Background: an optimization exercise with open tools, aiming at small area, a short achievable clock period and few clock cycles per item. Do not read the settings as production practice.
Where RTL was checked, it was by simulation tests only, not by an equivalence proof against the original.
No functional check of the RTL was part of run 3.
No activity file was given, so power comes from the tool's default toggle rates.

### flow/flow/run.sh
#!/bin/bash
# Standard layout, with the port buffers inserted as buf_2 cells instead of the
# delay-buffer cell that buffer_ports picks by default.
set -euo pipefail
export BUFFER_PORTS_ARGS="-buffer_cell sky130_fd_sc_hd__buf_2"
bash standard.sh finish > standard_finish.log 2>&1
### flow/standard.sh
#!/bin/bash
# synth_recipe.tcl (not shown) runs the flow's synth.tcl, then flattens the netlist and writes it again
# the make line also repeats each setting of config.mk as NAME=value (left out here)
make -C /OpenROAD-flow-scripts/flow DESIGN_CONFIG=/design/flow/config.mk WORK_HOME=/design/flow/orfs CLKGATE_MAP_FILE= SYNTH_SCRIPT=/design/flow/synth_recipe.tcl "${@:-finish}"
### flow/config.mk
export PLATFORM = sky130hd
export DESIGN_NAME = json_stream_tokenizer_top
export DESIGN_NICKNAME = json_stream_tokenizer_top
export VERILOG_FILES = /design/flow/design.v
export SDC_FILE = /design/flow/constraint.sdc
export NUM_CORES = 4
export LEC_CHECK = 0
export CAP_MARGIN = 20
export CORE_MARGIN = 2
export CORE_UTILIZATION = 40
export SETUP_SLACK_MARGIN = 3.0
export SLEW_MARGIN = 20
### flow/constraint.sdc
create_clock -name core_clock -period 6.0 [get_ports {clk}]
set_input_delay 1.2000 -clock core_clock [delete_from_list [all_inputs] [get_ports {clk}]]
set_output_delay 1.2000 -clock core_clock [all_outputs]
set_load 0.01 [all_outputs]
### flow/design.v
package jst_pkg;
  localparam int MaxDepth = 64;
  localparam int DepthW   = $clog2(MaxDepth + 1);
  localparam int CntW     = 24;
  localparam int CpW      = 21;
  localparam logic [3:0] EV_NONE      = 4'd0;
  localparam logic [3:0] EV_OBJ_OPEN  = 4'd1;
  localparam logic [3:0] EV_OBJ_CLOSE = 4'd2;
  localparam logic [3:0] EV_ARR_OPEN  = 4'd3;
  localparam logic [3:0] EV_ARR_CLOSE = 4'd4;
  localparam logic [3:0] EV_STR_CHAR  = 4'd5;
  localparam logic [3:0] EV_STR_END   = 4'd6;
  localparam logic [3:0] EV_KEY_END   = 4'd7;
  localparam logic [3:0] EV_TRUE      = 4'd8;
  localparam logic [3:0] EV_FALSE     = 4'd9;
  localparam logic [3:0] EV_NULL      = 4'd10;
  localparam logic [3:0] EV_NUM_CHAR  = 4'd11;
  localparam logic [3:0] EV_NUM_END   = 4'd12;
  localparam logic CMD_CHAR   = 1'b0;
  localparam logic CMD_FINISH = 1'b1;
endpackage
module jst_core (
  input  logic        clk,
  input  logic        rst,
  input  logic        acc,
  input  logic        take,
  input  logic        pend,
  input  logic        cmd,
  input  logic [7:0]  char_byte,
  output logic        two,
  output logic [3:0]  out_event_res,
  output logic        out_number_is_real,
  output logic        out_in_key,
  output logic [20:0] out_code_point,
  output logic [1:0]  out_status,
  output logic [23:0] out_line_number,
  output logic [23:0] out_column_number
);
  localparam int MaxDepth = jst_pkg::MaxDepth;
  localparam int DepthW   = jst_pkg::DepthW;
  localparam int CntW     = jst_pkg::CntW;
  localparam int CpW      = jst_pkg::CpW;
  localparam logic [4:0] S_VALUE   = 5'd0;
  localparam logic [4:0] S_DONE    = 5'd1;
  localparam logic [4:0] S_ERR     = 5'd2;
  localparam logic [4:0] S_AFTER   = 5'd3;
  localparam logic [4:0] S_KEY     = 5'd4;
  localparam logic [4:0] S_COLON   = 5'd5;
  localparam logic [4:0] S_COMMA   = 5'd6;
  localparam logic [4:0] S_T1      = 5'd7;
  localparam logic [4:0] S_T2      = 5'd8;
  localparam logic [4:0] S_T3      = 5'd9;
  localparam logic [4:0] S_F1      = 5'd10;
  localparam logic [4:0] S_F2      = 5'd11;
  localparam logic [4:0] S_F3      = 5'd12;
  localparam logic [4:0] S_F4      = 5'd13;
  localparam logic [4:0] S_N1      = 5'd14;
  localparam logic [4:0] S_N2      = 5'd15;
  localparam logic [4:0] S_N3      = 5'd16;
  localparam logic [4:0] S_STR     = 5'd17;
  localparam logic [4:0] S_ESC     = 5'd18;
  localparam logic [4:0] S_UHEX    = 5'd19;
  localparam logic [4:0] S_PB      = 5'd20;
  localparam logic [4:0] S_PU      = 5'd21;
  localparam logic [4:0] S_LHEX    = 5'd22;
  localparam logic [4:0] S_SIGN    = 5'd23;
  localparam logic [4:0] S_DOT     = 5'd24;
  localparam logic [4:0] S_EXP     = 5'd25;
  localparam logic [4:0] S_EXPSIGN = 5'd26;
  localparam logic [4:0] S_NUM     = 5'd28;
  localparam logic [4:0] S_ZERO    = 5'd29;
  localparam logic [4:0] S_FRAC    = 5'd30;
  localparam logic [4:0] S_EXPNUM  = 5'd31;
  logic [4:0]        state, state_next;
  logic [DepthW-1:0] depth, depth_next;
  logic              just_opened, just_opened_next;
  logic [1:0]        hex_idx, hex_idx_next;
  logic              str_key, str_key_next;
  logic [MaxDepth-1:0] stk;           
  logic              push, pop, push_kind;
  logic [CntW-1:0]   line, line_next;
  logic [CntW-1:0]   col, col_next;
  logic [CpW-1:0]    cp, cp_next;
  logic [3:0]        ev, ev0;
  logic              real_q, real0;
  logic              close_kind, close_kind0;
  logic [1:0]        status_q;
  logic              key_q, cpen_q;
  logic [7:0]        b;
  logic              ws, dig, hexv;
  logic [3:0]        hv;
  logic              in_num, num_cont, top_obj, dnz, d1;
  logic [4:0]        vdone;
  localparam logic [CntW-1:0] CntMax = '1;
  assign b       = char_byte;
  assign ws      = b == 8'h20 || b == 8'h09 || b == 8'h0A || b == 8'h0D;
  assign dig     = b >= "0" && b <= "9";
  assign hexv    = dig || (b >= "a" && b <= "f") || (b >= "A" && b <= "F");
  assign hv      = dig ? b[3:0] : b[3:0] + 4'd9;
  assign top_obj = stk[0];
  assign dnz     = depth != '0;
  assign d1      = depth == DepthW'(1);
  assign vdone   = dnz ? S_COMMA : S_DONE;
  assign in_num  = state[4:2] == 3'b111;
  assign num_cont = (state != S_ZERO && dig) ||
                    (b == "." && (state == S_NUM || state == S_ZERO)) ||
                    ((b == "e" || b == "E") && state != S_EXPNUM);
  always_comb begin
    state_next       = state;
    depth_next       = depth;
    just_opened_next = just_opened;
    push             = 1'b0;
    pop              = 1'b0;
    push_kind        = 1'b0;
    ev0              = jst_pkg::EV_NONE;
    real0            = 1'b0;
    close_kind0      = 1'b0;
    two              = 1'b0;
    line_next        = line;
    col_next         = col;
    if (cmd == jst_pkg::CMD_FINISH) begin
      if (in_num) begin
        ev0        = jst_pkg::EV_NUM_END;
        real0      = state[1];
        state_next = vdone;
      end
    end else begin
      if (b == 8'h0A) begin
        if (line != CntMax) line_next = line + CntW'(1);
        col_next = '0;
      end else if (col != CntMax) begin
        col_next = col + CntW'(1);
      end
      case (state)
        S_VALUE: begin
          if (!ws) begin
            if (b == "{" || b == "[") begin
              if (depth[DepthW-1]) state_next = S_ERR;
              else begin
                push             = 1'b1;
                push_kind        = b == "{";
                depth_next       = depth + DepthW'(1);
                just_opened_next = 1'b1;
                ev0              = push_kind ? jst_pkg::EV_OBJ_OPEN : jst_pkg::EV_ARR_OPEN;
                state_next       = push_kind ? S_KEY : S_VALUE;
              end
            end else if (b == "t") state_next = S_T1;
            else if (b == "f") state_next = S_F1;
            else if (b == "n") state_next = S_N1;
            else if (b == "\"") state_next = S_STR; else if (b == "-" || dig) begin
              ev0        = jst_pkg::EV_NUM_CHAR;
              state_next = (b == "-") ? S_SIGN : (b == "0") ? S_ZERO : S_NUM;
            end else if (b == "]" && dnz && !top_obj && just_opened) begin
              ev0        = jst_pkg::EV_ARR_CLOSE;
              pop        = 1'b1;
              state_next = d1 ? S_DONE : S_COMMA;
            end else state_next = S_ERR;
          end
        end
        S_KEY: begin
          if (!ws) begin
            if (b == "\"") state_next = S_STR;
            else if (b == "}" && just_opened) begin
              ev0        = jst_pkg::EV_OBJ_CLOSE;
              pop        = 1'b1;
              state_next = d1 ? S_DONE : S_COMMA;
            end else state_next = S_ERR;
          end
        end
        S_COLON: if (!ws) state_next = (b == ":") ? S_VALUE : S_ERR;
        S_T1: state_next = (b == "r") ? S_T2 : S_ERR;
        S_T2: state_next = (b == "u") ? S_T3 : S_ERR;
        S_F1: state_next = (b == "a") ? S_F2 : S_ERR;
        S_F2: state_next = (b == "l") ? S_F3 : S_ERR;
        S_F3: state_next = (b == "s") ? S_F4 : S_ERR;
        S_N1: state_next = (b == "u") ? S_N2 : S_ERR;
        S_N2: state_next = (b == "l") ? S_N3 : S_ERR;
        S_T3, S_F4: begin
          if (b == "e") begin
            ev0        = (state == S_T3) ? jst_pkg::EV_TRUE : jst_pkg::EV_FALSE;
            state_next = vdone;
          end else state_next = S_ERR;
        end
        S_N3: begin
          if (b == "l") begin
            ev0        = jst_pkg::EV_NULL;
            state_next = vdone;
          end else state_next = S_ERR;
        end
        S_STR: begin
          if (b == "\"") begin
            ev0        = str_key ? jst_pkg::EV_KEY_END : jst_pkg::EV_STR_END;
            state_next = str_key ? S_COLON : vdone;
          end else if (b == "\\") state_next = S_ESC;
          else if (b < 8'h20) state_next = S_ERR;
          else ev0 = jst_pkg::EV_STR_CHAR;
        end
        S_ESC: begin
          ev0        = jst_pkg::EV_STR_CHAR;
          state_next = S_STR;
          if (b == "u") begin
            ev0        = jst_pkg::EV_NONE;
            state_next = S_UHEX;
          end else if (!(b == "\"" || b == "\\" || b == "/" || b == "b" || b == "f" ||
                         b == "n" || b == "r" || b == "t")) begin
            ev0        = jst_pkg::EV_NONE;
            state_next = S_ERR;
          end
        end
        S_UHEX: begin
          if (!hexv) state_next = S_ERR;
          else if (hex_idx == 2'd3) begin
            if (cp[11:6] == 6'b110110) state_next = S_PB;
            else begin
              ev0        = jst_pkg::EV_STR_CHAR;
              state_next = S_STR;
            end
          end
        end
        S_PB: state_next = (b == "\\") ? S_PU : S_ERR;
        S_PU: state_next = (b == "u") ? S_LHEX : S_ERR;
        S_LHEX: begin
          if (!hexv) state_next = S_ERR;
          else if (hex_idx == 2'd3) begin
            if (!cp[10]) begin
              ev0        = jst_pkg::EV_STR_CHAR;
              state_next = S_STR;
            end else state_next = S_ERR;
          end
        end
        S_SIGN, S_DOT, S_EXPSIGN: begin
          if (dig) begin
            ev0        = jst_pkg::EV_NUM_CHAR;
            state_next = (state == S_SIGN) ? ((b == "0") ? S_ZERO : S_NUM) :
                         (state == S_DOT) ? S_FRAC : S_EXPNUM;
          end else state_next = S_ERR;
        end
        S_EXP: begin
          if (dig || b == "-" || b == "+") begin
            ev0        = jst_pkg::EV_NUM_CHAR;
            state_next = dig ? S_EXPNUM : S_EXPSIGN;
          end else state_next = S_ERR;
        end
        S_NUM, S_ZERO, S_FRAC, S_EXPNUM: begin
          if (num_cont) begin
            ev0 = jst_pkg::EV_NUM_CHAR;
            if (b == ".") state_next = S_DOT;
            else if (b == "e" || b == "E") state_next = S_EXP;
          end else begin
            ev0   = jst_pkg::EV_NUM_END;
            real0 = state[1];
            if (!dnz) begin
              state_next = ws ? S_DONE : S_AFTER;
            end else if (ws) begin
              state_next = S_COMMA;
            end else if (b == ",") begin
              just_opened_next = 1'b0;
              state_next       = top_obj ? S_KEY : S_VALUE;
            end else if ((b == "}" && top_obj) || (b == "]" && !top_obj)) begin
              two         = 1'b1;
              close_kind0 = top_obj;
              pop         = 1'b1;
              state_next  = d1 ? S_DONE : S_COMMA;
            end else state_next = S_ERR;
          end
        end
        S_DONE: if (!ws) state_next = S_AFTER;
        S_COMMA: begin
          if (ws) begin
          end else if (b == ",") begin
            just_opened_next = 1'b0;
            state_next       = top_obj ? S_KEY : S_VALUE;
          end else if ((b == "}" && top_obj) || (b == "]" && !top_obj)) begin
            ev0        = top_obj ? jst_pkg::EV_OBJ_CLOSE : jst_pkg::EV_ARR_CLOSE;
            pop        = 1'b1;
            state_next = d1 ? S_DONE : S_COMMA;
          end else state_next = S_ERR;
        end
        default: begin
        end
      endcase
      if (pop) depth_next = depth - DepthW'(1);
    end
  end
  always_comb begin
    hex_idx_next = (state == S_UHEX || state == S_LHEX) ? hex_idx + 2'd1 : 2'd0;
    str_key_next = (state == S_KEY) ? 1'b1 : (state == S_VALUE) ? 1'b0 : str_key;
    cp_next      = CpW'(b);
    case (state)
      S_ESC: begin
        case (b)
          "b":     cp_next = CpW'(8'h08);
          "f":     cp_next = CpW'(8'h0C);
          "n":     cp_next = CpW'(8'h0A);
          "r":     cp_next = CpW'(8'h0D);
          "t":     cp_next = CpW'(8'h09);
          default: cp_next = CpW'(b);
        endcase
      end
      S_UHEX: begin
        cp_next = {5'd0, cp[11:0], hv};
        if (hex_idx == 2'd3 && cp[11:6] == 6'b110110) cp_next[20:11] = {cp[5:0], hv};
      end
      S_PB, S_PU: cp_next = cp;
      S_LHEX: begin
        cp_next      = cp;
        cp_next[9:0] = {cp[5:0], hv};
        if (hex_idx == 2'd0) cp_next[10] = hv != 4'hD;
        if (hex_idx == 2'd1) cp_next[10] = cp[10] || hv[3:2] != 2'b11;
        if (hex_idx == 2'd3) cp_next[20:10] = {1'b0, cp[20:11]} + 11'h040;
      end
      default: ;
    endcase
  end
  always_ff @(posedge clk) begin
    if (acc && cmd == jst_pkg::CMD_CHAR) begin
      hex_idx <= hex_idx_next;
      str_key <= str_key_next;
      cp      <= cp_next;
    end
  end
  always_ff @(posedge clk) begin
    if (rst) begin
      state <= S_VALUE;
      depth <= '0;
      line  <= '0;
      col   <= '0;
    end else if (acc) begin
      state <= state_next;
      depth <= depth_next;
      line  <= line_next;
      col   <= col_next;
    end
  end
  always_ff @(posedge clk) begin
    if (acc) begin
      just_opened <= just_opened_next;
      ev          <= ev0;
      real_q      <= real0;
      close_kind  <= close_kind0;
      status_q    <= (state_next[4:2] == 3'b000) ? state_next[1:0] : 2'd0;
      key_q       <= str_key_next && (ev0 == jst_pkg::EV_STR_CHAR || ev0 == jst_pkg::EV_KEY_END);
      cpen_q      <= ev0 == jst_pkg::EV_STR_CHAR || ev0 == jst_pkg::EV_NUM_CHAR;
    end else if (take && pend) begin
      ev     <= close_kind ? jst_pkg::EV_OBJ_CLOSE : jst_pkg::EV_ARR_CLOSE;
      real_q <= 1'b0;
    end
  end
  logic sh_push, sh_pop, sh_hold;
  assign sh_push = acc && push;
  assign sh_pop  = acc && pop;
  assign sh_hold = !(sh_push || sh_pop);
  always_ff @(posedge clk) begin
    stk <= ({stk[MaxDepth-2:0], push_kind} & {MaxDepth{sh_push}}) |
           ({1'b0, stk[MaxDepth-1:1]} & {MaxDepth{sh_pop}}) |
           (stk & {MaxDepth{sh_hold}});
  end
  assign out_event_res      = ev;
  assign out_number_is_real = real_q;
  assign out_in_key         = key_q;
  assign out_code_point     = cp & {CpW{cpen_q}};
  assign out_status         = status_q;
  assign out_line_number    = line;
  assign out_column_number  = col;
endmodule
module jst_queue (
  input  logic       clk,
  input  logic       rst,
  input  logic       in_valid,
  output logic       in_ready,
  input  logic       in_cmd,
  input  logic [7:0] in_char_byte,
  input  logic       out_ready,
  output logic       out_valid,
  input  logic       two,         
  output logic       go,          
  output logic       cmd,         
  output logic [7:0] char_byte,
  output logic       pend         
);
  logic a_v, take, in_acc;
  assign take     = out_valid && out_ready;
  assign go       = a_v && (!out_valid || (out_ready && !pend));
  assign in_ready = !a_v || go;
  assign in_acc   = in_valid && in_ready;
  always_ff @(posedge clk) begin
    if (rst) a_v <= 1'b0;
    else if (in_ready) a_v <= in_valid;
  end
  always_ff @(posedge clk) begin
    if (in_acc) begin
      cmd       <= in_cmd;
      char_byte <= in_char_byte;
    end
  end
  always_ff @(posedge clk) begin
    if (rst) out_valid <= 1'b0;
    else if (go) out_valid <= 1'b1;
    else if (take && !pend) out_valid <= 1'b0;
  end
  always_ff @(posedge clk) begin
    if (go) pend <= two;
    else if (take) pend <= 1'b0;
  end
endmodule
module json_stream_tokenizer_top (
  input  logic        clk,
  input  logic        rst,
  input  logic        in_valid,
  output logic        in_ready,
  input  logic        in_cmd,
  input  logic [7:0]  in_char_byte,
  output logic        out_valid,
  input  logic        out_ready,
  output logic [3:0]  out_event_res,
  output logic        out_number_is_real,
  output logic        out_in_key,
  output logic [20:0] out_code_point,
  output logic [1:0]  out_status,
  output logic [23:0] out_line_number,
  output logic [23:0] out_column_number,
  output logic        out_last_of_run
);
  logic       go, take, pend, two;
  logic       cmd;
  logic [7:0] char_byte;
  assign take = out_valid && out_ready;
  jst_queue u_queue (
    .clk       (clk),
    .rst       (rst),
    .in_valid  (in_valid),
    .in_ready  (in_ready),
    .in_cmd    (in_cmd),
    .in_char_byte (in_char_byte),
    .out_ready (out_ready),
    .out_valid (out_valid),
    .two       (two),
    .go        (go),
    .cmd       (cmd),
    .char_byte (char_byte),
    .pend      (pend)
  );
  jst_core u_core (
    .clk                (clk),
    .rst                (rst),
    .acc                (go),
    .take               (take),
    .pend               (pend),
    .cmd                (cmd),
    .char_byte          (char_byte),
    .two                (two),
    .out_event_res      (out_event_res),
    .out_number_is_real (out_number_is_real),
    .out_in_key         (out_in_key),
    .out_code_point     (out_code_point),
    .out_status         (out_status),
    .out_line_number    (out_line_number),
    .out_column_number  (out_column_number)
  );
  assign out_last_of_run = !pend;
endmodule
==> flow_summary.yaml, run 1 <==
synth:
  ys_seq_elements: 171
  ys_types: 94
  avgSynthCellArea_um2: 8.70
  yosysTopAreaCell: "sky130_fd_sc_hd__dfxtp_1"
  synthArstFlopShare_pct: 0
  synth.top_cells.by_area: "sky130_fd_sc_hd__dfxtp_1, sky130_fd_sc_hd__edfxtp_1, sky130_fd_sc_hd__a222oi_1"
  postSynthCellCount: 1099
  post_synthesis_sequential_area_ratio_pct: 40.5
  syn_nets: 1126
  yosys.area.top_type_share_pct: 26.4
  top_ff_cell_synth: "sky130_fd_sc_hd__dfxtp_1"
  synthesis.yosys.warnings: 2
  number_of_synthesized_flops_with_an_enable_pin: 45
  netlist_area_um2: 9560
timing:
  clock-skew-final_ns: 0.0136
  finalMaxSlewViolations: 0
  post-route-min-period_ns: 2.99
  worst_pin_slew_ns: 0.825
  final_hold_violation_count: 0
  layout_worst_path_cycle_share_pct: 49.9
  clock.fmax_mhz: 334
  final.setup.worst_slack_ns: 3.01
  max-slew-margin-rel_pct: 45.0
  setup_tns_ns: 0
  timing.final.setup_violations: 0
  unrepaired_setup_endpoints_after_global_routing: "true"
worst_hold_path:
  min-delay-path-class: "reg -> reg"
  worst_hold_path_cell_count: 2
clock_tree:
  cts_tree: "done"
  clk_path_buf_depth: 2
  clock_tree.root_cell: "sky130_fd_sc_hd__clkbuf_16"
  number_of_buffers_created_by_cts: 17
  hold_buffers: 0
  clock_latency_ns: 0.44
  htree_levels: 4
  clkSlewWorstSetupHoldPaths_ns: 0.07
  cts_num_sinks: 171
drt:
  via_count: 9033
  drtAntennaViolNets: 0
  wl_per_cell_um: 18.3
  drt_drc_violations_left: 0
  drt_pass1_iterations: 8
  drtIter0Drc: 1256
  drt-vias-per-instance: 5.93
  finalWirelength_um: 27900
pwr:
  internal_power_mw: 1.96
  p_sw_share_pct: 26.0
  power.switching_mw: 0.688
  combinational_power_share_pct: 8.7
  leakagePower_nw: 4.74
  power.share.clock_pct: 45.0
  ir_worst_vdd_mv: 0.172
  totalPowerFinal_mw: 2.65
  power-per-cell-area_nw_per_um2: 231
  share_seq_of_total_power_pct: 46.2
finish:
  layout.cell_area.non_filler_um2: 11500
  drive_above_1_share_pct: 21.3
  antenna_cells_inserted: 0
  nFillCells: 2275
  area_growth_syn_to_layout_pct: 20.0
  num-nets-final: 1218
  final-instance-count-excl-fill: 1523
setup_path:
  r2r_cells: 11
  critPathArrivalTime_ns: 3.27
  regToRegSetupSlack_ns: 3.01
  cp_max_fo: 9
  cp_launch_type: "register"
  critical_path_required_ns: 6.28
  timing.setup.critical_path_class: "reg -> reg"
  timing.critical_path.to_type: "register"
global_routing:
  grt_overflow_total: 0
  first_global_vias: 8091
  largest_net_degree_at_the_start_of_global_routing: 71
  grt_first_pass_wirelength_um: 43800
  antenna_found_initial: 0
  grt_usage_pct: 22.0
placement:
  post-place-cells: 1444
  placed_area_um2: 10100
  dpl_worst_slack_ns: 1.95
  post-dp-hpwl_um: 17700
  placement.io_buffers: 92
  gp_congestion: 1.01
floorplanning:
  io_pins: 93
  height_of_the_die_um: 159
  core.rowCount: 56
  floorplan.initialDensity_pct: 40.7
  fp.coreArea_um2: 23500
  die_area_um2: 25100
  die_x_um: 159
run_status:
  status: "finished clean"
job:
  number_of_max_capacitance_violations_reported: 0
[cell usage after synthesis (13+ instances only)]
cell type and count:
sky130_fd_sc_hd__xor2_1 25, sky130_fd_sc_hd__edfxtp_1 45, sky130_fd_sc_hd__nor2_1 96, sky130_fd_sc_hd__xnor2_1 22
sky130_fd_sc_hd__nand2_1 96, sky130_fd_sc_hd__nor3_1 23, sky130_fd_sc_hd__and2_1 28, sky130_fd_sc_hd__inv_1 92
sky130_fd_sc_hd__clkbuf_1 30, sky130_fd_sc_hd__a222oi_1 63, sky130_fd_sc_hd__nand3_1 56, sky130_fd_sc_hd__ha_1 14
sky130_fd_sc_hd__a21oi_1 55, sky130_fd_sc_hd__dfxtp_1 126, sky130_fd_sc_hd__o21ai_0 42, sky130_fd_sc_hd__nand4_1 19
sky130_fd_sc_hd__nor4_1 13, sky130_fd_sc_hd__or3_1 14, sky130_fd_sc_hd__buf_2 32
[through the flow]
step	utilization (%)	hold WS, ns
global placement	43.1	0.448
detailed placement	43.1	0.456
finish	48.9	0.464
CTS	47.8	0.472
global route	48.9	0.500
floorplan	-	0.436
[cells by family after synthesis]
group | share of synthesized area, %
buf+inv | 7.82
xor+xnor | 4.31
flops | 40.5
simple gates | 24.3
compound gates | 20.7
mux | 0.419
fa+ha+maj | 1.83
[routing by layer]
| layer | vias up | share of wire, % | track usage (%) |
|---|---|---|---|
| met4 | 0 | 2.8 | 7.85 |
| li1 | 4249 | - | - |
| met1 | 4256 | 45 | 31.0 |
| met3 | 76 | 9.0 | 5.25 |
| met2 | 452 | 43 | 32.7 |
| met5 | - | 0 | 0 |
[critical path, stage by stage, from the launching register on]
cell and delay, ns:
sky130_fd_sc_hd__edfxtp_1 0.49, sky130_fd_sc_hd__inv_2 0.10, sky130_fd_sc_hd__ha_4 0.21, sky130_fd_sc_hd__o21ba_4 0.24, sky130_fd_sc_hd__o21a_4 0.24, sky130_fd_sc_hd__buf_4 0.16
sky130_fd_sc_hd__a31oi_1 0.25, sky130_fd_sc_hd__o21ai_1 0.22, sky130_fd_sc_hd__nor3_1 0.27, sky130_fd_sc_hd__a21oi_1 0.13, sky130_fd_sc_hd__or3_4 0.41, sky130_fd_sc_hd__nor3_2 0.12
[what timing repair did]
action / in CTS / in global routing
resized for setup: 37 / 31
pin swaps: 8 / 13
setup buffers: 31 / 12
setup endpoints to repair: 125 / 107
cloned: 3 / 1
[power by group through the flow]
stage / clock [mW] / sequential [mW] / combinational (mW)
2_1_floorplan: 0 / 1.24 / 0.139
3_3_place_gp: 0 / 1.26 / 0.176
3_5_place_dp: 0 / 1.26 / 0.175
4_1_cts: 1.21 / 1.22 / 0.210
5_1_grt: 1.26 / 1.23 / 0.248
6_report: 1.19 / 1.22 / 0.231
[flip-flops by register name, summed over array words and instances (netlist names), 2 cells and up]
register           cells
u_core.cp             21
u_core.col            24
u_core.hex_idx         2
u_core.line           24
u_core.ev              4
u_core.depth           7
u_core.status_q        2
u_core.stk            64
u_core.state           5
u_queue.char_byte      8
[path summary, 6_finish.rpt]
check,from,end
max reg2reg,u_queue.char_byte[1],u_core.status_q[0]
min,u_core.stk[63],u_core.stk[63]
min reg2reg,u_core.stk[63],u_core.stk[63]
max,u_queue.char_byte[1],u_core.status_q[0]
[layout by cell type, fill, tap and decap left out, types with 5 or more instances in the layout]
cell type,count
sky130_fd_sc_hd__a21oi_1,53
sky130_fd_sc_hd__a222oi_1,63
sky130_fd_sc_hd__a31oi_1,10
sky130_fd_sc_hd__and2_1,28
sky130_fd_sc_hd__and3_1,9
sky130_fd_sc_hd__and4_1,10
sky130_fd_sc_hd__buf_2,92
sky130_fd_sc_hd__buf_4,48
sky130_fd_sc_hd__clkbuf_16,18
sky130_fd_sc_hd__dfxtp_1,122
sky130_fd_sc_hd__edfxtp_1,45
sky130_fd_sc_hd__ha_1,11
sky130_fd_sc_hd__inv_1,89
sky130_fd_sc_hd__nand2_1,94
sky130_fd_sc_hd__nand2b_1,10
sky130_fd_sc_hd__nand3_1,53
sky130_fd_sc_hd__nand4_1,19
sky130_fd_sc_hd__nor2_1,94
sky130_fd_sc_hd__nor2b_1,6
sky130_fd_sc_hd__nor3_1,20
sky130_fd_sc_hd__nor4_1,11
sky130_fd_sc_hd__nor4_2,5
sky130_fd_sc_hd__o211ai_1,8
sky130_fd_sc_hd__o21ai_0,42
sky130_fd_sc_hd__o21ai_1,5
sky130_fd_sc_hd__o221ai_1,5
sky130_fd_sc_hd__o22ai_1,6
sky130_fd_sc_hd__o31ai_1,5
sky130_fd_sc_hd__o32ai_1,5
sky130_fd_sc_hd__or3_1,13
sky130_fd_sc_hd__xnor2_1,22
sky130_fd_sc_hd__xor2_1,25
[cell type report]
cell class                 instances  area (µm²)  share of cell area (%)
sequential                       171        3880                    33.8
clock inverter                    12         173                    1.51
clock buffer                      20         467                    4.07
tap                              319         399                    3.48
inverter                          94         362                    3.15
timing repair buffer             148         993                    8.66
multi-input combinational        759        5200                    45.3
Testbench counts, summed over its fixed seeds: cycles 48,368, bytes 48,352.
==> run 2: changes to the inputs <==
--- a/flow/config.mk
+++ b/flow/config.mk
@@ -6,7 +6,7 @@
 export NUM_CORES = 4
 export LEC_CHECK = 0
-export CAP_MARGIN = 20
+export CAP_MARGIN = 5
 export CORE_MARGIN = 2
 export CORE_UTILIZATION = 40
 export SETUP_SLACK_MARGIN = 3.0
-export SLEW_MARGIN = 20
+export SLEW_MARGIN = 5
==> flow_summary.yaml, run 2 <==
run_status:
  status: "finished clean"
pwr:
  power-per-cell-area_nw_per_um2: 231
  totalPowerFinal_mw: 2.65
  leakagePower_nw: 4.74
  ir_worst_vdd_mv: 0.172
synth:
  ys_types: 94
  post_synthesis_sequential_area_ratio_pct: 40.5
  synth.top_cells.by_area: "sky130_fd_sc_hd__dfxtp_1, sky130_fd_sc_hd__edfxtp_1, sky130_fd_sc_hd__a222oi_1"
  avgSynthCellArea_um2: 8.70
  synth_simple_gate_area_share_pct: 24.3
  synth_fa_ha_area_share_pct: 1.83
  synthArstFlopShare_pct: 0
  yosysTopAreaCell: "sky130_fd_sc_hd__dfxtp_1"
  synthesis.yosys.warnings: 2
  synth-xor-area-share_pct: 4.31
  syn_nets: 1126
  yosys.area.top_type_share_pct: 26.4
  postSynthCellCount: 1099
  muxShareOfSynthArea_pct: 0.419
  top_ff_cell_synth: "sky130_fd_sc_hd__dfxtp_1"
  ys_seq_elements: 171
  synth.top_cells.by_count: "sky130_fd_sc_hd__dfxtp_1, sky130_fd_sc_hd__nand2_1, sky130_fd_sc_hd__nor2_1"
  number_of_synthesized_flops_with_an_enable_pin: 45
  netlist_area_um2: 9560
  synth-compound-area-share_pct: 20.7
  synth_top_family_by_area: "simple AND/OR/NAND/NOR gates"
  most_common_cell_in_the_synthesized_netlist: "sky130_fd_sc_hd__dfxtp_1"
clock_tree:
  clock_tree.root_cell: "sky130_fd_sc_hd__clkbuf_16"
  clock_latency_ns: 0.44
  clk_path_buf_depth: 2
  cts_tree: "done"
  htree_levels: 4
  number_of_buffers_created_by_cts: 17
  cts_num_sinks: 171
  hold_buffers: 0
  clkSlewWorstSetupHoldPaths_ns: 0.07
finish:
  top_register: "u_core.stk"
  final_core_util_pct: 48.9
  drive_above_1_share_pct: 21.3
  area_growth_syn_to_layout_pct: 20.0
  leading_cell_type_in_the_layout_fill_and_taps_excluded: "sky130_fd_sc_hd__dfxtp_1"
  reg.largest.list: "u_core.stk (64), u_core.col (24), u_core.line (24)"
  final-instance-count-excl-fill: 1523
  most_frequent_cells_in_the_layout: "sky130_fd_sc_hd__dfxtp_1, sky130_fd_sc_hd__nor2_1, sky130_fd_sc_hd__nand2_1"
  num-nets-final: 1218
  largest_register_ff_count: 64
  antenna_cells_inserted: 0
global_routing:
  grt_first_pass_wirelength_um: 43800
  antenna_found_initial: 0
  grt_overflow_total: 0
  first_global_vias: 8091
  grt_usage_pct: 22.0
  largest_net_degree_at_the_start_of_global_routing: 71
drt:
  drt_drc_violations_left: 0
  via_count: 9033
  drt-vias-per-instance: 5.93
  drtAntennaViolNets: 0
  drt_pass1_iterations: 8
  wl_per_cell_um: 18.3
  drtIter0Drc: 1256
  finalWirelength_um: 27900
setup_path:
  regToRegSetupSlack_ns: 3.01
  critPathCapture: "u_core.status_q[0]"
  timing.critical_path.to_type: "register"
  setup.worst_path.start: "u_queue.char_byte[1]"
  cp_launch_type: "register"
  cp_max_fo: 9
  r2r_cells: 11
  critical_path_required_ns: 6.28
  timing.rr.start: "u_queue.char_byte[1]"
  critPathArrivalTime_ns: 3.27
  worst_r2r_endpoint: "u_core.status_q[0]"
  timing.setup.critical_path_class: "reg -> reg"
floorplanning:
  core.rowCount: 56
  io_pins: 93
  height_of_the_die_um: 159
  die_area_um2: 25100
  floorplan.initialDensity_pct: 40.7
  fp.coreArea_um2: 23500
  die_x_um: 159
placement:
  placement.io_buffers: 92
  post-place-cells: 1444
  gp_congestion: 1.01
  post-dp-hpwl_um: 17700
timing:
  clock.fmax_mhz: 334
  post-route-min-period_ns: 2.99
  max-slew-margin-rel_pct: 45.0
  layout_worst_path_cycle_share_pct: 49.9
  clock-skew-final_ns: 0.0136
  worst_pin_slew_ns: 0.825
  setup_tns_ns: 0
  finalMaxSlewViolations: 0
  timing.final.setup_violations: 0
  final_hold_violation_count: 0
  unrepaired_setup_endpoints_after_global_routing: "true"
job:
  number_of_max_capacitance_violations_reported: 0
worst_hold_path:
  worst_hold_path_cell_count: 2
  min-delay-path-class: "reg -> reg"
[run 2: layout make-up]
| class | instances | area [µm²] |
|---|---|---|
| Tap cell | 319 | 399 |
| Multi-Input combinational cell | 759 | 5200 |
| Inverter | 94 | 362 |
| Timing Repair Buffer | 148 | 993 |
| Sequential cell | 171 | 3880 |
| Fill cell | 2275 | 12000 |
| Clock buffer | 20 | 467 |
| Clock inverter | 12 | 173 |
[run 2: metrics by stage]
step / worst slack (ns) / hold slack (ns) / cell area (µm²)
after global placement: 1.98 / 0.448 / 10100
final: 3.01 / 0.464 / 11500
after floorplan: 3.06 / 0.436 / 9560
after detailed placement: 1.95 / 0.456 / 10100
after CTS: 2.98 / 0.472 / 11200
after global routing: 2.91 / 0.500 / 11500
[run 2: how the worst min path moves through the flow]
stage,start,to,slack (ns)
3_3_place_gp,u_core.stk[63],u_core.stk[62],0.45
3_5_place_dp,u_core.stk[63],u_core.stk[62],0.46
2_1_floorplan,u_core.stk[63],u_core.stk[62],0.44
5_1_grt,u_core.stk[63],u_core.stk[62],0.50
4_1_cts,u_core.stk[63],u_core.stk[63],0.47
6_report,u_core.stk[63],u_core.stk[63],0.46
[run 2: power breakdown]
| part | internal [mW] | switching (mW) |
|---|---|---|
| combinational | 0.0867 | 0.144 |
| sequential | 1.20 | 0.0233 |
| clock | 0.671 | 0.520 |
| total | 1.96 | 0.688 |
[run 2: worst max-delay path: stages, from the launching register on]
cell and delay [ns]:
sky130_fd_sc_hd__edfxtp_1 0.49, sky130_fd_sc_hd__inv_2 0.10, sky130_fd_sc_hd__ha_4 0.21, sky130_fd_sc_hd__o21ba_4 0.24, sky130_fd_sc_hd__o21a_4 0.24, sky130_fd_sc_hd__buf_4 0.16, sky130_fd_sc_hd__a31oi_1 0.25, sky130_fd_sc_hd__o21ai_1 0.22
sky130_fd_sc_hd__nor3_1 0.27, sky130_fd_sc_hd__a21oi_1 0.13, sky130_fd_sc_hd__or3_4 0.41, sky130_fd_sc_hd__nor3_2 0.12
[run 2: logic make-up after synthesis]
logic type	Yosys count
flops	171
fa+ha+maj	14
compound gates	262
xor+xnor	47
simple gates	431
mux	4
buf+inv	170
[run 2: repair_timing]
item                       CTS  global route
gates resized for setup     37            31
pin swaps                    8            13
setup buffers               31            12
gates cloned                 3             1
setup endpoints to repair  125           107
[run 2: per-layer routing]
metal / track usage, % / share of wire [%] / vias to the layer above / wire [µm]
li1: - / - / 4249 / -
met1: 31.0 / 45 / 4256 / 12500
met2: 32.7 / 43 / 452 / 12100
met3: 5.25 / 9.0 / 76 / 2510
met4: 7.85 / 2.8 / 0 / 771
met5: 0 / 0 / - / 0
==> run 3: changes to the inputs <==
--- a/flow/design.v
+++ b/flow/design.v
@@ -88,5 +88,5 @@
   logic              key_q, cpen_q;
   logic [7:0]        b;
-  logic              ws, dig, hexv;
+  logic              ws, dig, hexl, hexv, ctrl;
   logic [3:0]        hv;
   logic              in_num, num_cont, top_obj, dnz, d1;
@@ -95,7 +95,9 @@
   assign b       = char_byte;
   assign ws      = b == 8'h20 || b == 8'h09 || b == 8'h0A || b == 8'h0D;
-  assign dig     = b >= "0" && b <= "9";
-  assign hexv    = dig || (b >= "a" && b <= "f") || (b >= "A" && b <= "F");
-  assign hv      = dig ? b[3:0] : b[3:0] + 4'd9;
+  assign dig     = b[7:4] == 4'h3 && (!b[3] || b[2:1] == 2'b00);
+  assign hexl    = b[7:6] == 2'b01 && b[4:3] == 2'b00 && b[2:0] != 3'd0 && b[2:0] != 3'd7;
+  assign ctrl    = b[7:5] == 3'b000;
+  assign hexv    = dig || hexl;
+  assign hv      = dig ? b[3:0] : {1'b1, b[2:0] + 3'd1};
   assign top_obj = stk[0];
   assign dnz     = depth != '0;
@@ -193,5 +195,5 @@
             state_next = str_key ? S_COLON : vdone;
           end else if (b == "\\") state_next = S_ESC;
-          else if (b < 8'h20) state_next = S_ERR;
+          else if (ctrl) state_next = S_ERR;
           else ev0 = jst_pkg::EV_STR_CHAR;
         end
--- a/flow/config.mk
+++ b/flow/config.mk
@@ -6,7 +6,7 @@
 export NUM_CORES = 4
 export LEC_CHECK = 0
-export CAP_MARGIN = 5
+export CAP_MARGIN = 20
 export CORE_MARGIN = 2
 export CORE_UTILIZATION = 40
 export SETUP_SLACK_MARGIN = 3.0
-export SLEW_MARGIN = 5
+export SLEW_MARGIN = 20
==> flow_summary.yaml, run 3 <==
run_status:
  status: "finished clean"
timing:
  post-route-min-period_ns: 3.01
  layout_worst_path_cycle_share_pct: 50.2
  clock-skew-final_ns: 0.0229
  clock.fmax_mhz: 332
  worst_pin_slew_ns: 1.09
  timing.final.setup_violations: 0
  final_hold_violation_count: 0
  finalMaxSlewViolations: 0
  max-slew-margin-rel_pct: 27.2
  timing.hold.ws_ns: 0.454
  setup_tns_ns: 0
  unrepaired_setup_endpoints_after_global_routing: "true"
clock_tree:
  cts_tree: "done"
  clock_latency_ns: 0.44
  clock_tree.root_cell: "sky130_fd_sc_hd__clkbuf_16"
  cts_num_sinks: 171
  htree_levels: 4
  number_of_buffers_created_by_cts: 17
  clkSlewWorstSetupHoldPaths_ns: 0.08
  clk_path_buf_depth: 2
synth:
  top_ff_cell_synth: "sky130_fd_sc_hd__dfxtp_1"
  most_common_cell_in_the_synthesized_netlist: "sky130_fd_sc_hd__nand2_1"
  syn_nets: 1239
  number_of_synthesized_flops_with_an_enable_pin: 45
  muxShareOfSynthArea_pct: 0.407
  yosysTopAreaCell: "sky130_fd_sc_hd__dfxtp_1"
  synthesis.yosys.warnings: 2
  postSynthCellCount: 1212
  synth-compound-area-share_pct: 20.5
  avgSynthCellArea_um2: 8.12
  synth_top_family_by_area: "simple AND/OR/NAND/NOR gates"
  ys_types: 83
  netlist_area_um2: 9840
  synth_simple_gate_area_share_pct: 29.4
  synth.top_cells.by_count: "sky130_fd_sc_hd__nand2_1, sky130_fd_sc_hd__dfxtp_1, sky130_fd_sc_hd__nor2_1"
  ys_seq_elements: 171
  synth.top_cells.by_area: "sky130_fd_sc_hd__dfxtp_1, sky130_fd_sc_hd__edfxtp_1, sky130_fd_sc_hd__nand2_1"
  synthArstFlopShare_pct: 0
  synth_fa_ha_area_share_pct: 1.78
  post_synthesis_sequential_area_ratio_pct: 39.4
  yosys.area.top_type_share_pct: 25.6
  synth-xor-area-share_pct: 3.74
drt:
  via_count: 9592
  wl_per_cell_um: 18.5
  drt_pass1_iterations: 6
  finalWirelength_um: 30500
  drtIter0Drc: 822
  drt-vias-per-instance: 5.82
  drtAntennaViolNets: 0
  drt_drc_violations_left: 0
placement:
  post-dp-hpwl_um: 20600
  gp_congestion: 0.981
  post-place-cells: 1566
  placement.io_buffers: 92
setup_path:
  slowest_stage: "sky130_fd_sc_hd__and4bb_2"
  timing.setup.critical_path_class: "reg -> reg"
  timing.critical_path.to_type: "register"
  critical_path_required_ns: 6.18
  max_stage_delay_ns: 0.58
  cp_launch_type: "register"
  critPathArrivalTime_ns: 3.19
  cp_top_family: "simple AND/OR/NAND/NOR gates"
  cp.buffers_inverters: 1
  cp_max_fo: 14
  timing.critical_path.cells: "and4bb_2 > nand2_1 > a311oi_1 > o2111ai_1 > or4_4 > nor4_4 > buf_4 > nor4_1"
global_routing:
  grt_overflow_total: 0
  antenna_found_initial: 0
  grt_usage_pct: 22.9
  first_global_vias: 8772
  largest_net_degree_at_the_start_of_global_routing: 69
  grt_first_pass_wirelength_um: 47800
floorplanning:
  die_x_um: 161
  height_of_the_die_um: 161
  core.rowCount: 57
  die_area_um2: 25900
  fp.coreArea_um2: 24200
  floorplan.initialDensity_pct: 40.6
  io_pins: 93
finish:
  top_register: "u_core.stk"
  final-instance-count-excl-fill: 1648
  most_frequent_cells_in_the_layout: "sky130_fd_sc_hd__nand2_1, sky130_fd_sc_hd__dfxtp_1, sky130_fd_sc_hd__nor2_1"
  leading_cell_type_in_the_layout_fill_and_taps_excluded: "sky130_fd_sc_hd__nand2_1"
  largest_register_ff_count: 64
  antenna_cells_inserted: 0
  nFillCells: 2393
  area_growth_syn_to_layout_pct: 19.8
  reg.largest.list: "u_core.stk (64), u_core.col (24), u_core.line (24)"
  area_occupied_by_multi_input_gates_um2: 5810
  layout.area.seq_um2: 3870
  drive_above_1_share_pct: 19.4
  num-nets-final: 1338
pwr:
  combinational_power_share_pct: 8.6
  power.share.clock_pct: 43.9
  power-per-cell-area_nw_per_um2: 217
  power.switching_mw: 0.651
  p_sw_share_pct: 25.5
  share_seq_of_total_power_pct: 47.5
  ir_worst_vdd_mv: 0.152
  internal_power_mw: 1.91
  leakagePower_nw: 4.48
job:
  number_of_max_capacitance_violations_reported: 0
worst_hold_path:
  min-delay-path-class: "reg -> reg"
==> run 3: routing by layer <==
| metal | vias to the layer above | global-route usage (%) | share of wire (%) |
|---|---|---|---|
| met5 | - | 0 | 0 |
| met4 | 0 | 7.91 | 2.6 |
| met3 | 60 | 4.16 | 6.1 |
| met2 | 355 | 36.3 | 45 |
| met1 | 4545 | 31.6 | 46 |
| li1 | 4632 | - | - |
==> run 3: final timing paths <==
check                       startpoint                 end  slack [ns]  cells past startpoint
hold reg to reg         u_core.stk[25]      u_core.stk[25]        0.45                      2
hold / removal          u_core.stk[25]      u_core.stk[25]        0.45                      2
setup / recovery  u_queue.char_byte[7]  u_core.status_q[1]        2.99                      8
setup reg to reg  u_queue.char_byte[7]  u_core.status_q[1]        2.99                      8
==> run 3: cell type report <==
type	count	share of cell area, %
sequential	171	32.9
clock buffer	22	4.12
inverter	39	1.31
multi-input combinational	928	49.3
tap	324	3.44
clock inverter	10	0.881
timing repair buffer	154	8.08
==> run 3: cells by family (layout without fill, tap and decap cells) <==
logic type      count (synthesis)  after routing
mux                             4              4
compound gates                292            295
fa+ha+maj                      14             14
simple gates                  573            573
buf+inv                       116            225
xor+xnor                       42             42
flops                         171            171
==> run 3: worst register-to-register path, delay by kind of cell (launching register included) <==
family / cells / cell delay (ns)
AOI/OAI and AO/OA: 2 / 0.52
buffers and inverters: 1 / 0.17
DFF: 1 / 0.56
and+or+nand+nor: 5 / 1.52
==> run 3: power by group through the flow <==
stage                     registers (mW)  logic, mW  clock network, mW
after detailed placement            1.25      0.172                  0
final                               1.21      0.219               1.12
after global routing                1.22      0.235               1.20
after CTS                           1.22      0.199               1.15
after global placement              1.25      0.174                  0
after floorplan                     1.24      0.122                  0
==> run 3: per-stage QoR <==
step	total power [mW]	utilization (%)	setup slack, ns	area, µm²
after floorplan	1.36	-	3.08	9840
after global placement	1.42	43.3	2.17	10500
after detailed placement	1.42	43.3	2.22	10500
after CTS	2.57	47.3	2.96	11500
after global routing	2.65	48.6	2.93	11800
final	2.56	48.6	2.99	11800
==> run 3: what timing repair did <==
action,CTS,global route
gates resized for setup,40,32
setup endpoints to repair,83,87
setup buffers,26,21
pin swaps,6,10
gates cloned,2,1
hold buffers,0,0
==> run 4: changes to the inputs <==
--- a/flow/design.v
+++ b/flow/design.v
@@ -85,8 +85,6 @@
   logic              real_q, real0;
   logic              close_kind, close_kind0;
-  logic [1:0]        status_q;
-  logic              key_q, cpen_q;
   logic [7:0]        b;
-  logic              ws, dig, hexl, hexv, ctrl;
+  logic              ws, dig, hexv;
   logic [3:0]        hv;
   logic              in_num, num_cont, top_obj, dnz, d1;
@@ -95,9 +93,7 @@
   assign b       = char_byte;
   assign ws      = b == 8'h20 || b == 8'h09 || b == 8'h0A || b == 8'h0D;
-  assign dig     = b[7:4] == 4'h3 && (!b[3] || b[2:1] == 2'b00);
-  assign hexl    = b[7:6] == 2'b01 && b[4:3] == 2'b00 && b[2:0] != 3'd0 && b[2:0] != 3'd7;
-  assign ctrl    = b[7:5] == 3'b000;
-  assign hexv    = dig || hexl;
-  assign hv      = dig ? b[3:0] : {1'b1, b[2:0] + 3'd1};
+  assign dig     = b >= "0" && b <= "9";
+  assign hexv    = dig || (b >= "a" && b <= "f") || (b >= "A" && b <= "F");
+  assign hv      = dig ? b[3:0] : b[3:0] + 4'd9;
   assign top_obj = stk[0];
   assign dnz     = depth != '0;
@@ -195,5 +191,5 @@
             state_next = str_key ? S_COLON : vdone;
           end else if (b == "\\") state_next = S_ESC;
-          else if (ctrl) state_next = S_ERR;
+          else if (b < 8'h20) state_next = S_ERR;
           else ev0 = jst_pkg::EV_STR_CHAR;
         end
@@ -341,7 +337,4 @@
       real_q      <= real0;
       close_kind  <= close_kind0;
-      status_q    <= (state_next[4:2] == 3'b000) ? state_next[1:0] : 2'd0;
-      key_q       <= str_key_next && (ev0 == jst_pkg::EV_STR_CHAR || ev0 == jst_pkg::EV_KEY_END);
-      cpen_q      <= ev0 == jst_pkg::EV_STR_CHAR || ev0 == jst_pkg::EV_NUM_CHAR;
     end else if (take && pend) begin
       ev     <= close_kind ? jst_pkg::EV_OBJ_CLOSE : jst_pkg::EV_ARR_CLOSE;
@@ -360,7 +353,7 @@
   assign out_event_res      = ev;
   assign out_number_is_real = real_q;
-  assign out_in_key         = key_q;
-  assign out_code_point     = cp & {CpW{cpen_q}};
-  assign out_status         = status_q;
+  assign out_in_key         = str_key && (ev == jst_pkg::EV_STR_CHAR || ev == jst_pkg::EV_KEY_END);
+  assign out_code_point     = (ev == jst_pkg::EV_STR_CHAR || ev == jst_pkg::EV_NUM_CHAR) ? cp : '0;
+  assign out_status         = (state[4:2] == 3'b000) ? state[1:0] : 2'd0;
   assign out_line_number    = line;
   assign out_column_number  = col;
@@ -381,12 +374,22 @@
   output logic       pend         
 );
-  logic a_v, take, in_acc;
+  logic a_v, a_v_next, out_valid_next, take, in_acc;
+  logic free_q;   
   assign take     = out_valid && out_ready;
   assign go       = a_v && (!out_valid || (out_ready && !pend));
-  assign in_ready = !a_v || go;
+  assign in_ready = free_q || (out_ready && !pend);
   assign in_acc   = in_valid && in_ready;
+  always_comb begin
+    a_v_next       = in_ready ? in_valid : a_v;
+    out_valid_next = go ? 1'b1 : (take && !pend) ? 1'b0 : out_valid;
+    if (rst) begin
+      a_v_next       = 1'b0;
+      out_valid_next = 1'b0;
+    end
+  end
   always_ff @(posedge clk) begin
-    if (rst) a_v <= 1'b0;
-    else if (in_ready) a_v <= in_valid;
+    a_v       <= a_v_next;
+    out_valid <= out_valid_next;
+    free_q    <= !a_v_next || !out_valid_next;
   end
   always_ff @(posedge clk) begin
@@ -397,9 +400,4 @@
   end
   always_ff @(posedge clk) begin
-    if (rst) out_valid <= 1'b0;
-    else if (go) out_valid <= 1'b1;
-    else if (take && !pend) out_valid <= 1'b0;
-  end
-  always_ff @(posedge clk) begin
     if (go) pend <= two;
     else if (take) pend <= 1'b0;
--- a/flow/config.mk
+++ b/flow/config.mk
@@ -11,2 +11,3 @@
 export SETUP_SLACK_MARGIN = 3.0
 export SLEW_MARGIN = 20
+export TNS_END_PERCENT = 5
==> flow_summary.yaml, run 4 <==
floorplanning:
  height_of_the_die_um: 158
  die_area_um2: 24800
  fp.coreArea_um2: 23300
  io_pins: 93
  die_x_um: 158
  floorplan.initialDensity_pct: 40.5
  core.rowCount: 56
clock_tree:
  clock_latency_ns: 0.43
  clkSlewWorstSetupHoldPaths_ns: 0.07
  clock_tree.root_cell: "sky130_fd_sc_hd__clkbuf_16"
  number_of_buffers_created_by_cts: 17
  hold_buffers: 0
  htree_levels: 4
  cts_tree: "done"
  cts_num_sinks: 168
  clk_path_buf_depth: 2
finish:
  num-nets-final: 1242
  leading_cell_type_in_the_layout_fill_and_taps_excluded: "sky130_fd_sc_hd__nand2_1"
  layout.area.seq_um2: 3770
  reg.largest.list: "u_core.stk (64), u_core.col (24), u_core.line (24)"
  largest_register_ff_count: 64
  final-instance-count-excl-fill: 1547
  most_frequent_cells_in_the_layout: "sky130_fd_sc_hd__nand2_1, sky130_fd_sc_hd__dfxtp_1, sky130_fd_sc_hd__o21ai_0"
  antenna_cells_inserted: 0
  drive_above_1_share_pct: 16.1
  top_register: "u_core.stk"
  area_occupied_by_multi_input_gates_um2: 5350
  area_growth_syn_to_layout_pct: 15.7
  nFillCells: 2300
drt:
  drt-vias-per-instance: 5.77
  drt_pass1_iterations: 6
  via_count: 8922
  drtAntennaViolNets: 0
  wl_per_cell_um: 17.3
  drtIter0Drc: 873
  drt_drc_violations_left: 0
  finalWirelength_um: 26800
synth:
  netlist_area_um2: 9440
  synthesis.yosys.warnings: 2
  synth.top_cells.by_count: "sky130_fd_sc_hd__nand2_1, sky130_fd_sc_hd__dfxtp_1, sky130_fd_sc_hd__o21ai_0"
  ys_types: 80
  synthArstFlopShare_pct: 0
  post_synthesis_sequential_area_ratio_pct: 40.0
  postSynthCellCount: 1150
  number_of_synthesized_flops_with_an_enable_pin: 41
  yosys.area.top_type_share_pct: 26.9
  most_common_cell_in_the_synthesized_netlist: "sky130_fd_sc_hd__nand2_1"
  syn_nets: 1177
  avgSynthCellArea_um2: 8.21
  ys_seq_elements: 168
  synth.top_cells.by_area: "sky130_fd_sc_hd__dfxtp_1, sky130_fd_sc_hd__edfxtp_1, sky130_fd_sc_hd__nand2_1"
  yosysTopAreaCell: "sky130_fd_sc_hd__dfxtp_1"
  top_ff_cell_synth: "sky130_fd_sc_hd__dfxtp_1"
timing:
  clock-skew-final_ns: 0.0141
  finalMaxSlewViolations: 0
  final_hold_violation_count: 0
  max-slew-margin-rel_pct: 38.3
  setup_tns_ns: 0
  unrepaired_setup_endpoints_after_global_routing: "true"
  worst_pin_slew_ns: 0.918
  post-route-min-period_ns: 3.07
  timing.final.setup_violations: 0
  clock.fmax_mhz: 326
  layout_worst_path_cycle_share_pct: 51.2
setup_path:
  cp_launch_type: "register"
  timing.critical_path.to_type: "register"
  cp_max_fo: 9
  critical_path_required_ns: 6.17
  critPathArrivalTime_ns: 3.24
  timing.setup.critical_path_class: "reg -> reg"
placement:
  gp_congestion: 1.03
  placement.io_buffers: 92
  post-place-cells: 1492
  post-dp-hpwl_um: 18100
global_routing:
  antenna_found_initial: 0
  grt_overflow_total: 0
  first_global_vias: 8356
  grt_first_pass_wirelength_um: 43900
  grt_usage_pct: 22.0
  largest_net_degree_at_the_start_of_global_routing: 72
run_status:
  status: "finished clean"
job:
  number_of_max_capacitance_violations_reported: 0
pwr:
  leakagePower_nw: 3.91
  ir_worst_vdd_mv: 0.178
  power-per-cell-area_nw_per_um2: 222
worst_hold_path:
  min-delay-path-class: "reg -> reg"
-- run 4: stage by stage --
| step | total power, mW | utilization, % | worst slack, ns | hold WS, ns | instance area, µm² |
|---|---|---|---|---|---|
| 6_report | 2.43 | 46.8 | 2.93 | 0.477 | 10900 |
| 5_1_grt | 2.52 | 46.8 | 2.82 | 0.482 | 10900 |
| 4_1_cts | 2.45 | 46.5 | 2.98 | 0.478 | 10800 |
| 3_5_place_dp | 1.38 | 43.2 | 1.69 | 0.460 | 10100 |
| 3_3_place_gp | 1.38 | 43.2 | 1.79 | 0.453 | 10100 |
| 2_1_floorplan | 1.32 | - | 2.87 | 0.442 | 9450 |
-- run 4: critical path, stage by stage (launching register included) --
cell and delay, ns:
sky130_fd_sc_hd__edfxtp_1 0.41, sky130_fd_sc_hd__buf_4 0.18, sky130_fd_sc_hd__ha_2 0.25, sky130_fd_sc_hd__and3b_1 0.29, sky130_fd_sc_hd__nor3b_2 0.20, sky130_fd_sc_hd__o32ai_1 0.55, sky130_fd_sc_hd__or3_1 0.34, sky130_fd_sc_hd__o211a_1 0.21
sky130_fd_sc_hd__a21oi_1 0.07, sky130_fd_sc_hd__or2_2 0.29
-- run 4: path summary, 6_finish.rpt --
| check | startpoint | endpoint | slack [ns] | depth (start not counted) |
|---|---|---|---|---|
| max reg2reg | u_queue.char_byte[0] | u_core.ev[1] | 2.93 | 9 |
| min reg2reg | u_core.stk[63] | u_core.stk[63] | 0.48 | 1 |
| min | u_core.stk[63] | u_core.stk[63] | 0.48 | 1 |
| max | u_queue.char_byte[0] | u_core.ev[1] | 2.93 | 9 |
-- run 4: logic make-up (layout without fill, tap and decap cells) --
logic type      count (synthesis)  count (layout)  share of synthesized area, %
simple gates                  484             486                          26.3
xor+xnor                       51              51                          4.73
buf+inv                       114             189                          4.80
fa+ha+maj                      14              14                          1.86
compound gates                313             314                          21.7
mux                             6               6                         0.676
flops                         168             168                          40.0
-- run 4: metal layers --
metal  global-route usage (%)  up-vias  routed length (µm)
li1                         -     4338                   -
met1                     30.9     4190               12600
met2                     33.3      339               11600
met3                     4.41       55                1960
met4                     8.61        0                 684
met5                        0        -                   0
-- run 4: repair_timing --
action	in CTS	in global routing
buffers inserted	14	6
gates cloned	3	0
gates resized for setup	23	9
endpoints found under the setup margin	109	112
pin swaps	4	2
-- run 4: final cells by class --
type / instances / share of cell area, %
Multi-Input combinational cell: 871 / 49.0
Sequential cell: 168 / 34.6
Timing Repair Buffer: 123 / 6.49
Clock buffer: 19 / 3.96
Tap cell: 319 / 3.65
Inverter: 34 / 1.19
Clock inverter: 13 / 1.17
-- run 4: where the power goes --
part / leakage [nW] / internal (mW) / switching [mW]
registers: 1.40 / 1.17 / 0.0197
clock network: 0.274 / 0.552 / 0.511
logic: 2.23 / 0.0556 / 0.115
total: 3.91 / 1.78 / 0.646
Testbench counts of run 4, summed over its fixed seeds: cycles 48,368, bytes 48,352.
==> run 5: changes to the inputs <==
--- a/flow/config.mk
+++ b/flow/config.mk
@@ -11,3 +11,2 @@
 export SETUP_SLACK_MARGIN = 3.0
 export SLEW_MARGIN = 20
-export TNS_END_PERCENT = 5
==> flow_summary.yaml, run 5 <==
run_status:
  status: "finished clean"
global_routing:
  largest_net_degree_at_the_start_of_global_routing: 72
  antenna_found_initial: 0
  grt_overflow_total: 0
  grt_usage_pct: 21.5
  first_global_vias: 8000
  grt_first_pass_wirelength_um: 43000
pwr:
  internal_power_mw: 1.82
  power.switching_mw: 0.634
  leakagePower_nw: 3.97
  share_seq_of_total_power_pct: 48.6
  combinational_power_share_pct: 7.5
  ir_worst_vdd_mv: 0.182
  totalPowerFinal_mw: 2.45
  power.share.clock_pct: 43.9
  power-per-cell-area_nw_per_um2: 221
  p_sw_share_pct: 25.9
placement:
  post-dp-hpwl_um: 18000
  gp_congestion: 0.996
  placement.io_buffers: 92
finish:
  layout.area.seq_um2: 3770
  area_growth_syn_to_layout_pct: 17.6
  nFillCells: 2268
  final_core_util_pct: 47.6
  drive_above_1_share_pct: 17.6
  top_register: "u_core.stk"
  leading_cell_type_in_the_layout_fill_and_taps_excluded: "sky130_fd_sc_hd__nand2_1"
  most_frequent_cells_in_the_layout: "sky130_fd_sc_hd__nand2_1, sky130_fd_sc_hd__dfxtp_1, sky130_fd_sc_hd__o21ai_0"
  reg.largest.list: "u_core.stk (64), u_core.col (24), u_core.line (24)"
  area_occupied_by_multi_input_gates_um2: 5430
  antenna_cells_inserted: 0
  largest_register_ff_count: 64
  num-nets-final: 1249
timing:
  max-slew-margin-rel_pct: 28.0
  final_hold_violation_count: 0
  finalMaxSlewViolations: 0
  timing.final.setup_violations: 0
  setup_tns_ns: 0
  layout_worst_path_cycle_share_pct: 48.9
  worst_pin_slew_ns: 1.07
  clock-skew-final_ns: 0.0153
  post-route-min-period_ns: 2.94
  clock.fmax_mhz: 341
  unrepaired_setup_endpoints_after_global_routing: "true"
synth:
  postSynthCellCount: 1150
  post_synthesis_sequential_area_ratio_pct: 40.0
  yosys.area.top_type_share_pct: 26.9
  synthArstFlopShare_pct: 0
  top_ff_cell_synth: "sky130_fd_sc_hd__dfxtp_1"
  ys_types: 80
  synthesis.yosys.warnings: 2
  synth.top_cells.by_area: "sky130_fd_sc_hd__dfxtp_1, sky130_fd_sc_hd__edfxtp_1, sky130_fd_sc_hd__nand2_1"
  syn_nets: 1177
  netlist_area_um2: 9440
  synth.top_cells.by_count: "sky130_fd_sc_hd__nand2_1, sky130_fd_sc_hd__dfxtp_1, sky130_fd_sc_hd__o21ai_0"
  ys_seq_elements: 168
  most_common_cell_in_the_synthesized_netlist: "sky130_fd_sc_hd__nand2_1"
  number_of_synthesized_flops_with_an_enable_pin: 41
  yosysTopAreaCell: "sky130_fd_sc_hd__dfxtp_1"
  avgSynthCellArea_um2: 8.21
setup_path:
  setup.worst_path.start: "u_queue.char_byte[7]"
  worst_r2r_endpoint: "u_core.ev[2]"
  timing.critical_path.to_type: "register"
  critical_path_required_ns: 6.16
  r2r_cells: 7
  timing.rr.start: "u_queue.char_byte[7]"
  max_stage_delay_ns: 0.67
  slowest_stage: "sky130_fd_sc_hd__or4b_4"
  regToRegSetupSlack_ns: 3.06
  cp_max_fo: 14
  critPathArrivalTime_ns: 3.10
  timing.critical_path.cells: "or4b_4 > nor2_1 > o32ai_2 > o21ai_2 > inv_1 > o41ai_1 > a31oi_1"
  cp_launch_type: "register"
  timing.setup.critical_path_class: "reg -> reg"
floorplanning:
  die_area_um2: 24800
  core.rowCount: 56
  fp.coreArea_um2: 23300
  floorplan.initialDensity_pct: 40.5
  io_pins: 93
  height_of_the_die_um: 158
  die_x_um: 158
drt:
  drtIter0Drc: 1051
  finalWirelength_um: 27600
  drt_drc_violations_left: 0
  drt-vias-per-instance: 5.88
  drt_pass1_iterations: 7
  via_count: 9134
  wl_per_cell_um: 17.7
  drtAntennaViolNets: 0
job:
  number_of_max_capacitance_violations_reported: 0
clock_tree:
  clk_path_buf_depth: 2
  number_of_buffers_created_by_cts: 17
  clkSlewWorstSetupHoldPaths_ns: 0.07
  clock_tree.root_cell: "sky130_fd_sc_hd__clkbuf_16"
  htree_levels: 4
  cts_tree: "done"
  cts_num_sinks: 168
  clock_latency_ns: 0.44
worst_hold_path:
  worstHoldEndpoint: "u_core.stk[63]"
  worst_hold_path_cell_count: 1
  min_delay_startpoint: "u_core.stk[63]"
  min-delay-path-class: "reg -> reg"
## run 5: cell type report
| type | count | share of cell area, % |
|---|---|---|
| clock buffer | 19 | 3.90 |
| clock inverter | 13 | 1.19 |
| inverter | 34 | 1.22 |
| multi-input combinational | 871 | 48.9 |
| sequential | 168 | 34.0 |
| tap | 319 | 3.60 |
| timing repair buffer | 130 | 7.15 |
## run 5: worst max path at each step
stage / end / slack [ns] / depth (start not counted)
finish: u_core.ev[2] / 3.06 / 7
global route: u_core.line[4] / 2.90 / 7
CTS: u_core.depth[5] / 2.89 / 10
detailed placement: u_core.depth[5] / 1.96 / 10
global placement: u_core.depth[4] / 2.07 / 10
floorplan: u_core.depth[4] / 3.01 / 12
## run 5: what timing repair did
| item | in CTS | in global routing |
|---|---|---|
| hold buffers | 0 | 0 |
| setup endpoints to repair | 97 | 109 |
| gates resized for setup | 21 | 31 |
| gates cloned | 2 | 3 |
| pin swaps | 3 | 6 |
| setup buffers | 13 | 12 |
## run 5: logic make-up (layout without fill, tap and decap cells)
kind of cell	count (synthesis)	after routing	synth area share, %
adder cells (fa/ha/maj)	14	14	1.86
AO/OA/AOI/OAI	313	313	21.7
XOR/XNOR	51	51	4.73
multiplexers	6	6	0.676
flip-flops	168	168	40.0
AND/OR/NAND/NOR	484	487	26.3
buffers and inverters	114	196	4.80
## run 5: power groups by stage
stage / logic [mW] / registers [mW] / clock network [mW]
6_report: 0.184 / 1.19 / 1.08
5_1_grt: 0.198 / 1.19 / 1.14
4_1_cts: 0.169 / 1.19 / 1.10
3_5_place_dp: 0.154 / 1.22 / 0
3_3_place_gp: 0.156 / 1.22 / 0
2_1_floorplan: 0.117 / 1.21 / 0
## run 5: routing by layer
metal | up-vias | part of all wire, % | global-route usage (%)
li1 | 4353 | - | -
met1 | 4249 | 46 | 31.4
met2 | 471 | 43 | 30.7
met3 | 61 | 8.8 | 4.52
met4 | 0 | 2.5 | 8.57
met5 | - | 0 | 0
## run 5: metrics by stage
step / std cells / hold WS (ns) / worst slack [ns] / instance area [µm²]
floorplan: 1150 / 0.442 / 3.01 / 9460
global placement: 1492 / 0.451 / 2.07 / 10100
detailed placement: 1492 / 0.464 / 1.96 / 10100
CTS: 1539 / 0.480 / 2.89 / 10800
global route: 1554 / 0.501 / 2.90 / 11100
finish: 1554 / 0.480 / 3.06 / 11100
## run 5: worst max-delay path, delay by kind of cell, from the launching register on
kind / cells / cell delay, ns
compound gates: 4 / 0.98
simple gates: 2 / 1.01
buf+inv: 1 / 0.07
flops: 1 / 0.60
==> run 6: changes to the inputs <==
--- a/flow/config.mk
+++ b/flow/config.mk
@@ -9,4 +9,4 @@
 export CORE_MARGIN = 2
 export CORE_UTILIZATION = 40
-export SETUP_SLACK_MARGIN = 3.0
+export SETUP_SLACK_MARGIN = 3.3
 export SLEW_MARGIN = 20
==> flow_summary.yaml, run 6 <==
setup_path:
  critical_path_required_ns: 4.80
  cp_top_family: "flip-flops"
  timing.setup.critical_path_class: "reg -> out"
  cp_launch_type: "register"
  timing.critical_path.cells: "nor2_1 > nand2_1 > o21ai_2 > buf_4 > and3_1 > buf_2"
floorplanning:
  height_of_the_die_um: 158
  core.rowCount: 56
  io_pins: 93
  floorplan.initialDensity_pct: 40.5
  die_area_um2: 24800
timing:
  timing.final.setup_violations: 0
  max-slew-margin-rel_pct: 37.9
  post-route-min-period_ns: 2.82
  final_hold_violation_count: 0
  worst_pin_slew_ns: 0.929
  finalMaxSlewViolations: 0
finish:
  nFillCells: 2161
  num-nets-final: 1301
  top_register: "u_core.stk"
  final-instance-count-excl-fill: 1606
  area_growth_syn_to_layout_pct: 27.4
  drive_above_1_share_pct: 25.0
  antenna_cells_inserted: 0
synth:
  synth.top_cells.by_count: "sky130_fd_sc_hd__nand2_1, sky130_fd_sc_hd__dfxtp_1, sky130_fd_sc_hd__o21ai_0"
  yosys.area.top_type_share_pct: 26.9
  top_ff_cell_synth: "sky130_fd_sc_hd__dfxtp_1"
  ys_types: 80
  avgSynthCellArea_um2: 8.21
  number_of_synthesized_flops_with_an_enable_pin: 41
  synthesis.yosys.warnings: 2
worst_hold_path:
  worst_hold_path_cell_count: 2
  min-delay-path-class: "reg -> reg"
drt:
  drt_pass1_iterations: 6
  drtAntennaViolNets: 0
  drt_drc_violations_left: 0
  wl_per_cell_um: 18.6
global_routing:
  antenna_found_initial: 0
  met1_usage_pct: 32.1
  grt_overflow_total: 0
  grt_usage_pct: 23.2
placement:
  post-place-cells: 1491
  post-dp-hpwl_um: 18200
clock_tree:
  htree_levels: 4
  clkSlewWorstSetupHoldPaths_ns: 0.07
  cts_tree: "done"
pwr:
  power-per-cell-area_nw_per_um2: 208
  leakagePower_nw: 4.34
  ir_worst_vdd_mv: 0.164
run_status:
  status: "finished clean"
run 6: cell counts after synthesis:
No cell type changed its count.
run 6: worst paths after layout:
check | from | to | slack [ns]
max | u_core.ev[3] | out_code_point[7] | 3.18
min | u_core.stk[37] | u_core.stk[37] | 0.47
max reg2reg | u_queue.char_byte[7] | u_core.ev[2] | 3.27
min reg2reg | u_core.stk[37] | u_core.stk[37] | 0.47
run 6: layer usage:
| layer | up-vias | wire length (µm) | part of all wire (%) |
|---|---|---|---|
| met2 | 460 | 13200 | 44 |
| li1 | 4455 | - | - |
| met1 | 4428 | 13200 | 44 |
| met5 | - | 0 | 0 |
| met3 | 82 | 2540 | 8.5 |
| met4 | 0 | 928 | 3.1 |
run 6: what timing repair did:
action | CTS | global route
gates resized for setup | 58 | 87
cloned | 6 | 6
buffers inserted | 40 | 31
setup endpoints to repair | 160 | 133
pin swaps | 12 | 23
run 6: final cells by class:
| cell class | count | area, µm² | share of cell area (%) |
|---|---|---|---|
| inverters | 34 | 150 | 1.25 |
| multi-input cells | 872 | 5790 | 48.2 |
| clock inverters | 14 | 128 | 1.06 |
| well taps | 319 | 399 | 3.32 |
| clock buffers | 18 | 429 | 3.57 |
| repair buffers | 181 | 1340 | 11.2 |
| flip-flops and latches | 168 | 3780 | 31.5 |
run 6: logic make-up after synthesis:
group,after synthesis,synth area share [%]
AOI/OAI and AO/OA,313,21.7
xor gates and xnor gates,51,4.73
adders and majority gates,14,1.86
buffers and inverters,114,4.80
DFF,168,40.0
muxes,6,0.676
and+or+nand+nor,484,26.3
run 6: report_power, final:
| part | leakage (nW) | switching, mW | internal (mW) |
|---|---|---|---|
| Sequential | 1.41 | 0.0149 | 1.17 |
| Clock | 0.277 | 0.529 | 0.550 |
| Combinational | 2.66 | 0.148 | 0.0854 |
run 6: through the flow:
step	cell area [µm²]	hold WS, ns	utilization (%)	setup slack [ns]	power (mW)
final	12000	0.467	51.5	3.18	2.50
after global routing	12000	0.500	51.5	3.09	2.58
after CTS	11400	0.477	48.7	3.13	2.49
after detailed placement	10100	0.462	43.5	2.25	1.38
after global placement	10100	0.451	43.5	2.32	1.38
after floorplan	9570	0.442	-	3.15	1.33
run 6: worst reg2reg max path, cell delays in order, from the launching register on:
cell	delay, ns
sky130_fd_sc_hd__edfxtp_1	0.46
sky130_fd_sc_hd__or4b_4	0.65
sky130_fd_sc_hd__nor2_2	0.31
sky130_fd_sc_hd__o32ai_4	0.17
sky130_fd_sc_hd__o21ai_2	0.26
sky130_fd_sc_hd__inv_1	0.07
sky130_fd_sc_hd__o41ai_1	0.37
sky130_fd_sc_hd__a31oi_1	0.18

Check on run 6: ideal ports give 3.177 ns setup slack; a clkbuf_16 on the clock port and buf_2 on the inputs give 3.130 ns; moving port delays by the midpoint clock arrival (0.477 ns) as well gives 2.955 ns.
